This is an optimization exercise on Yosys and OpenROAD, whose aim is small area, a short achievable clock period and few clock cycles per item, not a production implementation.
In this exercise RTL edits were held to simulation tests only and were not proved equivalent to the original.
Power is estimated from default activity; no workload was simulated.

gamma:
==> flow/design.v <==
module acr_dma_copy #(
   parameter int ADDR_W     = 32,
   parameter int DATA_W     = 64,
   parameter int BURST_LEN  = 16,
   parameter int FIFO_DEPTH = 32
) (
   input  logic                acr_clk,
   input  logic                acr_rst,
   input  logic                cmd_valid,
   output logic                cmd_ready,
   input  logic [ADDR_W-1:0]   cmd_src,
   input  logic [ADDR_W-1:0]   cmd_dst,
   input  logic [15:0]         cmd_beats,
   output logic                busy,
   output logic                done,
   output logic                err,
   output logic [1:0]          dbg_state,
   output logic [ADDR_W-1:0]   axi_araddr,
   output logic [3:0]          axi_arlen,
   output logic                axi_arvalid,
   input  logic                axi_arready,
   input  logic [DATA_W-1:0]   axi_rdata,
   input  logic [1:0]          axi_rresp,
   input  logic                axi_rlast,
   input  logic                axi_rvalid,
   output logic                axi_rready,
   output logic [ADDR_W-1:0]   axi_awaddr,
   output logic [3:0]          axi_awlen,
   output logic                axi_awvalid,
   input  logic                axi_awready,
   output logic [DATA_W-1:0]   axi_wdata,
   output logic [DATA_W/8-1:0] axi_wstrb,
   output logic                axi_wlast,
   output logic                axi_wvalid,
   input  logic                axi_wready,
   input  logic [1:0]          axi_bresp,
   input  logic                axi_bvalid,
   output logic                axi_bready
);
   logic        busy_q, done_q, err_q;
   logic [28:0] ar_a;           
   logic [12:0] ar_nb;          
   logic [3:0]  ar_el;          
   logic [3:0]  ar_len;
   logic        arv_q, ar_pend;
   logic [2:0]  r_out;          
   logic [28:0] aw_a;           
   logic [12:0] aw_nb;          
   logic [3:0]  aw_el;          
   logic [3:0]  aw_len;
   logic        awv_q, aw_pend;
   logic [2:0]  b_out;          
   logic [3:0]  w_lo;           
   logic        acc, nz, ar_hs, aw_hs, w_hs, b_hs, ar_last, aw_last, r_end, fin;
   logic        ar_one, aw_one;
   logic [16:0] ar_e0, aw_e0;
   logic [2:0]  b_nxt, r_nxt;
   assign acc   = cmd_valid && !busy_q && !done_q;
   assign nz    = (cmd_beats != 16'd0);
   assign ar_e0 = 17'(cmd_beats) + 17'(cmd_src[6:3]) - 17'd1;
   assign aw_e0 = 17'(cmd_beats) + 17'(cmd_dst[6:3]) - 17'd1;
   assign ar_one = (cmd_beats[15:5] == 11'd0) && (6'(cmd_beats[4:0]) + 6'(cmd_src[6:3]) <= 6'd16);
   assign aw_one = (cmd_beats[15:5] == 11'd0) && (6'(cmd_beats[4:0]) + 6'(cmd_dst[6:3]) <= 6'd16);
   assign ar_hs = arv_q && axi_arready;
   assign aw_hs = awv_q && axi_awready;
   assign w_hs  = busy_q && axi_rvalid && axi_wready;
   assign b_hs  = busy_q && axi_bvalid;
   assign ar_last = (ar_nb == 13'd0);
   assign aw_last = (aw_nb == 13'd0);
   assign r_end   = (r_out == 3'd1) && !ar_pend;
   assign b_nxt   = b_out + 3'(aw_hs) - 3'(b_hs);
   assign r_nxt   = r_out + 3'(ar_hs) - 3'(w_hs && axi_rlast);
   assign fin     = b_hs && (b_out == 3'd1) && !aw_pend && !ar_pend && (r_out == 3'd0);
   always_ff @(posedge acr_clk) begin
      if (acr_rst) begin
         busy_q  <= 1'b0;
         done_q  <= 1'b0;
         err_q   <= 1'b0;
         arv_q   <= 1'b0;
         ar_pend <= 1'b0;
         r_out   <= 3'd0;
         awv_q   <= 1'b0;
         aw_pend <= 1'b0;
         b_out   <= 3'd0;
      end else begin
         r_out <= r_nxt;
         b_out <= b_nxt;
         if (acc) begin
            busy_q  <= nz;
            done_q  <= !nz;
            err_q   <= 1'b0;
            arv_q   <= nz;
            ar_pend <= nz;
            awv_q   <= nz;
            aw_pend <= nz;
         end else begin
            if ((w_hs && axi_rresp != 2'b00) || (b_hs && axi_bresp != 2'b00)) err_q <= 1'b1;
            if (ar_hs) begin
               arv_q <= !ar_last && (r_nxt != 3'd7);
               if (ar_last) ar_pend <= 1'b0;
            end else if (!arv_q && ar_pend && r_out != 3'd7) begin
               arv_q <= 1'b1;
            end
            if (aw_hs) begin
               awv_q <= !aw_last && (b_nxt != 3'd7);
               if (aw_last) aw_pend <= 1'b0;
            end else if (!awv_q && aw_pend && b_out != 3'd7) begin
               awv_q <= 1'b1;
            end
            done_q <= fin;
            if (fin) busy_q <= 1'b0;
         end
      end
   end
   always_ff @(posedge acr_clk) begin
      if (acc) begin
         ar_a   <= cmd_src[31:3];
         ar_nb  <= ar_e0[16:4];
         ar_el  <= ar_e0[3:0];
         ar_len <= ar_one ? ar_e0[3:0] - cmd_src[6:3] : ~cmd_src[6:3];
         aw_a   <= cmd_dst[31:3];
         aw_nb  <= aw_e0[16:4];
         aw_el  <= aw_e0[3:0];
         aw_len <= aw_one ? aw_e0[3:0] - cmd_dst[6:3] : ~cmd_dst[6:3];
         w_lo   <= cmd_dst[6:3];
      end else begin
         if (ar_hs) begin
            ar_a   <= {ar_a[28:4] + 25'd1, 4'd0};
            ar_nb  <= ar_nb - 13'd1;
            ar_len <= (ar_nb == 13'd1) ? ar_el : 4'hF;
         end
         if (aw_hs) begin
            aw_a   <= {aw_a[28:4] + 25'd1, 4'd0};
            aw_nb  <= aw_nb - 13'd1;
            aw_len <= (aw_nb == 13'd1) ? aw_el : 4'hF;
         end
         if (w_hs) w_lo <= w_lo + 4'd1;
      end
   end
   assign cmd_ready   = !busy_q && !done_q;
   assign busy        = busy_q;
   assign done        = done_q;
   assign err         = err_q;
   assign dbg_state   = {done_q, busy_q};
   assign axi_araddr  = {ar_a, 3'b000};
   assign axi_arlen   = ar_len;
   assign axi_arvalid = arv_q;
   assign axi_rready  = axi_wready;
   assign axi_awaddr  = {aw_a, 3'b000};
   assign axi_awlen   = aw_len;
   assign axi_awvalid = awv_q;
   assign axi_wdata   = axi_rdata;
   assign axi_wstrb   = '1;
   assign axi_wlast   = (w_lo == 4'hF) || (axi_rlast && r_end);
   assign axi_wvalid  = busy_q && axi_rvalid;
   assign axi_bready  = busy_q;
endmodule
clock: 6.5 ns
lec_check: 0
abc_clock_period_in_ps: 2500
cap_margin: 20
core_margin: 2
core_utilization: 40
setup_slack_margin: 3.4
slew_margin: 20
run.sh (not shown) runs the stock make flow with config.mk's settings and CLKGATE_MAP_FILE= SYNTH_SCRIPT=/design/flow/synth_recipe.tcl, a recipe that flattens the netlist after the stock synthesis.
gamma finished all stages; the layout is clean.
Testbench counts of gamma, summed over its fixed seeds: cycles 47,140, beats 35,812.
### gamma -> alpha
- clearing ABC_CLOCK_PERIOD_IN_PS, which used to be 2500
==> comparison <==
- Reported for gamma and alpha, maximum frequency turned out identical to the last digit.
- From alpha to gamma, length of the first detailed-routing pass in iterations did not move at all.
- Reported for gamma and alpha, post-route minimum period turned out identical to the last digit.
- Number of cell rows came out exactly the same in gamma and alpha.
- alpha -> gamma: fraction of synthesized area in multiplexers delta 0, exact match
- gamma -> alpha: sequential share of layout area delta 0, exact match

* * *

== JK ==
Another version of the RTL of acr_dma_copy (not shown whole).
For scale: ~120 flip-flops, roughly 310 I/O pins.
export LEC_CHECK = 0
export CAP_MARGIN = 20
export CORE_MARGIN = 2
export CORE_UTILIZATION = 40
export CTS_BUF_LIST = sky130_fd_sc_hd__clkbuf_8
export CTS_CLUSTER_SIZE = 30
export SETUP_SLACK_MARGIN = 3.55
export SLEW_MARGIN = 20
create_clock -name core_clock -period 6.5 [get_ports {acr_clk}]
standard.sh (not shown) runs the stock make flow with config.mk's settings and CLKGATE_MAP_FILE= SYNTH_SCRIPT=/design/flow/synth_recipe.tcl, a recipe that flattens the netlist after the stock synthesis.
==> flow/flow/run.sh <==
#!/bin/bash
set -euo pipefail
cd "$(dirname "$0")/.."
export BUFFER_PORTS_ARGS="-buffer_cell sky130_fd_sc_hd__buf_1"
bash standard.sh > standard_make.log 2>&1
Testbench counts of JK, summed over its fixed seeds: cycles 47,140, beats 35,812.
#### Input delta (MS over JK)
# JK
export LEC_CHECK = 0
export CAP_MARGIN = 20
export CORE_MARGIN = 2
export CORE_UTILIZATION = 40
export CTS_BUF_LIST = sky130_fd_sc_hd__clkbuf_8
export CTS_CLUSTER_SIZE = 30
export SETUP_SLACK_MARGIN = 3.55
export SLEW_MARGIN = 20
create_clock -name core_clock -period 6.5 [get_ports {acr_clk}]
# MS
export LEC_CHECK = 0
export CAP_MARGIN = 20
export CORE_MARGIN = 2
export CORE_UTILIZATION = 65
export SETUP_SLACK_MARGIN = 3.55
export SLEW_MARGIN = 20
create_clock -name core_clock -period 6.5 [get_ports {acr_clk}]
==> flow/flow/run.sh <==
#!/bin/bash
set -euo pipefail
cd "$(dirname "$0")/.."
export BUFFER_PORTS_ARGS="-buffer_cell sky130_fd_sc_hd__buf_1"
export CTS_ARGS="-sink_clustering_enable -repair_clock_nets -dont_use_dummy_load -buf_list sky130_fd_sc_hd__clkbuf_8"
bash standard.sh > standard_make.log 2>&1
Notes after the runs:
- MS | status: complete | timing, DRC, antenna: pass
- For the sequential share of cell area, MS came in 1.5 points higher than JK did.
- Looking at wire length, MS sits above JK.
- Diff JK -> MS: maximum frequency held steady; total power now sits lower; met2 track demand over resource in global routing higher; latest clock arrival within the worst-skew pair did not really move; smallest setup slack after layout was more or less identical.
- Die extent in y: higher on JK
Edits applied to the flow inputs when going from MS to AL:
# MS
export LEC_CHECK = 0
export CAP_MARGIN = 20
export CORE_MARGIN = 2
export CORE_UTILIZATION = 65
export SETUP_SLACK_MARGIN = 3.55
export SLEW_MARGIN = 20
create_clock -name core_clock -period 6.5 [get_ports {acr_clk}]
# AL
export LEC_CHECK = 0
export CAP_MARGIN = 20
export CORE_MARGIN = 2
export CORE_UTILIZATION = 40
export SETUP_SLACK_MARGIN = 3.4
export SLEW_MARGIN = 20
create_clock -name core_clock -period 6.5 [get_ports {acr_clk}]
==> flow/run.sh (new file) <==
#!/bin/bash
# synth_recipe.tcl (not shown) runs the flow's synth.tcl, then flattens the netlist and writes it again
# the make line also repeats each setting of config.mk as NAME=value (left out here)
make -C /OpenROAD-flow-scripts/flow DESIGN_CONFIG=/design/flow/config.mk WORK_HOME=/design/flow/orfs CLKGATE_MAP_FILE= SYNTH_SCRIPT=/design/flow/synth_recipe.tcl finish
removed: flow/flow/run.sh
removed: flow/standard.sh
Findings:
AL ran to completion and came out clean on the timing, DRC and antenna checks. Run comparison: AL capturing element of the worst setup path aw_len[1]$_DFFE_PP_; MS capturing element of the worst setup path ar_len[3]$_DFFE_PP_. Comparing MS and AL, the higher tightest slew margin relative to the limit was measured on MS. | growth of design area from synthesis to finish | higher: AL |. Looking at clock buffer count in the final layout across MS and AL, the one that comes out lower is MS. Where minimum clock period after layout is concerned, MS is better than AL.
Inputs modified between AL and TR:
# AL
export LEC_CHECK = 0
export CAP_MARGIN = 20
export CORE_MARGIN = 2
export CORE_UTILIZATION = 40
export SETUP_SLACK_MARGIN = 3.4
export SLEW_MARGIN = 20
create_clock -name core_clock -period 6.5 [get_ports {acr_clk}]
# TR
export LEC_CHECK = 0
export CAP_MARGIN = 20
export CORE_MARGIN = 2
export CORE_UTILIZATION = 40
export SETUP_SLACK_MARGIN = 3.55
export SLEW_MARGIN = 20
create_clock -name core_clock -period 6.5 [get_ports {acr_clk}]
==> flow/flow/run.sh (new file) <==
#!/bin/bash
set -euo pipefail
cd "$(dirname "$0")/.."
export BUFFER_PORTS_ARGS="-buffer_cell sky130_fd_sc_hd__buf_1"
export CTS_ARGS="-sink_clustering_enable -repair_clock_nets -dont_use_dummy_load -buf_list sky130_fd_sc_hd__clkbuf_8"
bash standard.sh > standard_make.log 2>&1
==> flow/standard.sh (new file) <==
#!/bin/bash
# synth_recipe.tcl (not shown) runs the flow's synth.tcl, then flattens the netlist and writes it again
# the make line also repeats each setting of config.mk as NAME=value (left out here)
make -C /OpenROAD-flow-scripts/flow DESIGN_CONFIG=/design/flow/config.mk WORK_HOME=/design/flow/orfs CLKGATE_MAP_FILE= SYNTH_SCRIPT=/design/flow/synth_recipe.tcl "${@:-finish}"
removed: flow/run.sh
Findings:
Going from AL to TR, portion of total power attributed to the clock network went down by 9.8 points; wire length of the first global-routing pass fell by 630 um; total routed wire length on the met1 layer has decreased; proportion of layout cells with a drive suffix above 1 shrank by 3.3 points. Compared with AL, in TR total leakage power went down, via count went down, total of cells resized after clock tree synthesis went down. Diff AL -> TR: setup slack after layout now sits higher; footprint of the multi-input gates went down by 3.2%; maximum number of pins on one net before global-route repair dropped about 40%.
Changes in PW relative to TR:
# TR
export LEC_CHECK = 0
export CAP_MARGIN = 20
export CORE_MARGIN = 2
export CORE_UTILIZATION = 40
export SETUP_SLACK_MARGIN = 3.55
export SLEW_MARGIN = 20
create_clock -name core_clock -period 6.5 [get_ports {acr_clk}]
# PW
export LEC_CHECK = 0
export CAP_MARGIN = 20
export CORE_MARGIN = 2
export CORE_UTILIZATION = 40
export SETUP_SLACK_MARGIN = 3.4
export SLEW_MARGIN = 20
create_clock -name core_clock -period 6.5 [get_ports {acr_clk}]
==> flow/flow/run.sh <==
#!/bin/bash
set -euo pipefail
cd "$(dirname "$0")/.."
export BUFFER_PORTS_ARGS="-buffer_cell sky130_fd_sc_hd__buf_1"
bash standard.sh > standard_make.log 2>&1
PW closes out successfully: all stages finished, all timing, DRC and antenna checks passed. On hold slack, TR and PW are neck and neck. On post-placement cell count, TR and PW are basically level. Data required time of the worst path (higher): PW. Diff TR and PW: fraction of final layout cells with drive strength greater than 1 higher in TR. Top cell class by occupied area = flip-flops and latches: PW; top cell class by occupied area = multi-input combinational cells: TR. When the final numbers for TR and PW were put side by side, the final cycle utilization of the critical path turned out to be greater in PW. Global router's overall resource usage: PW vs TR, no meaningful difference. [compare] base=TR new=PW: detailed-placement wirelength estimate flat, combinational power down about 3%, clock buffer instance count of the final layout up 3. | routed wire length | PW vs TR | ≈ equal |.

static timing again, ports no longer ideal:
How much do the figures lean on ideal ports? The routed layouts below were timed once more, with nothing changed but the port constraints. Step 1, drivers: a clkbuf_16 drives acr_clk and a buf_2 each remaining input, both assumed. Step 2, shift: input delay + t, output delay - t, t = (earliest + latest rising clock arrival at the registers) / 2. This alone moves slack from input paths to output paths. a / b / c = ideal ports / drivers / drivers and shift; a / b = the first two.
run | t (ns) | setup slack, ns | worst register clock-pin slew, ns
gamma | 0.454 | 3.147 / 3.119 / 2.665 | 0.07 / 0.07
alpha | 0.454 | 3.147 / 3.119 / 2.665 | 0.07 / 0.07
JK | 0.468 | 3.560 / 3.528 / 3.109 | 0.08 / 0.08
MS | 0.462 | 3.558 / 3.535 / 3.104 | 0.07 / 0.07
AL | 0.451 | 3.430 / 3.442 / 2.999 | 0.06 / 0.06
TR | 0.463 | 3.560 / 3.529 / 3.138 | 0.08 / 0.08
PW | 0.453 | 3.473 / 3.454 / 3.030 | 0.06 / 0.06
After both steps every run listed still meets setup and hold.
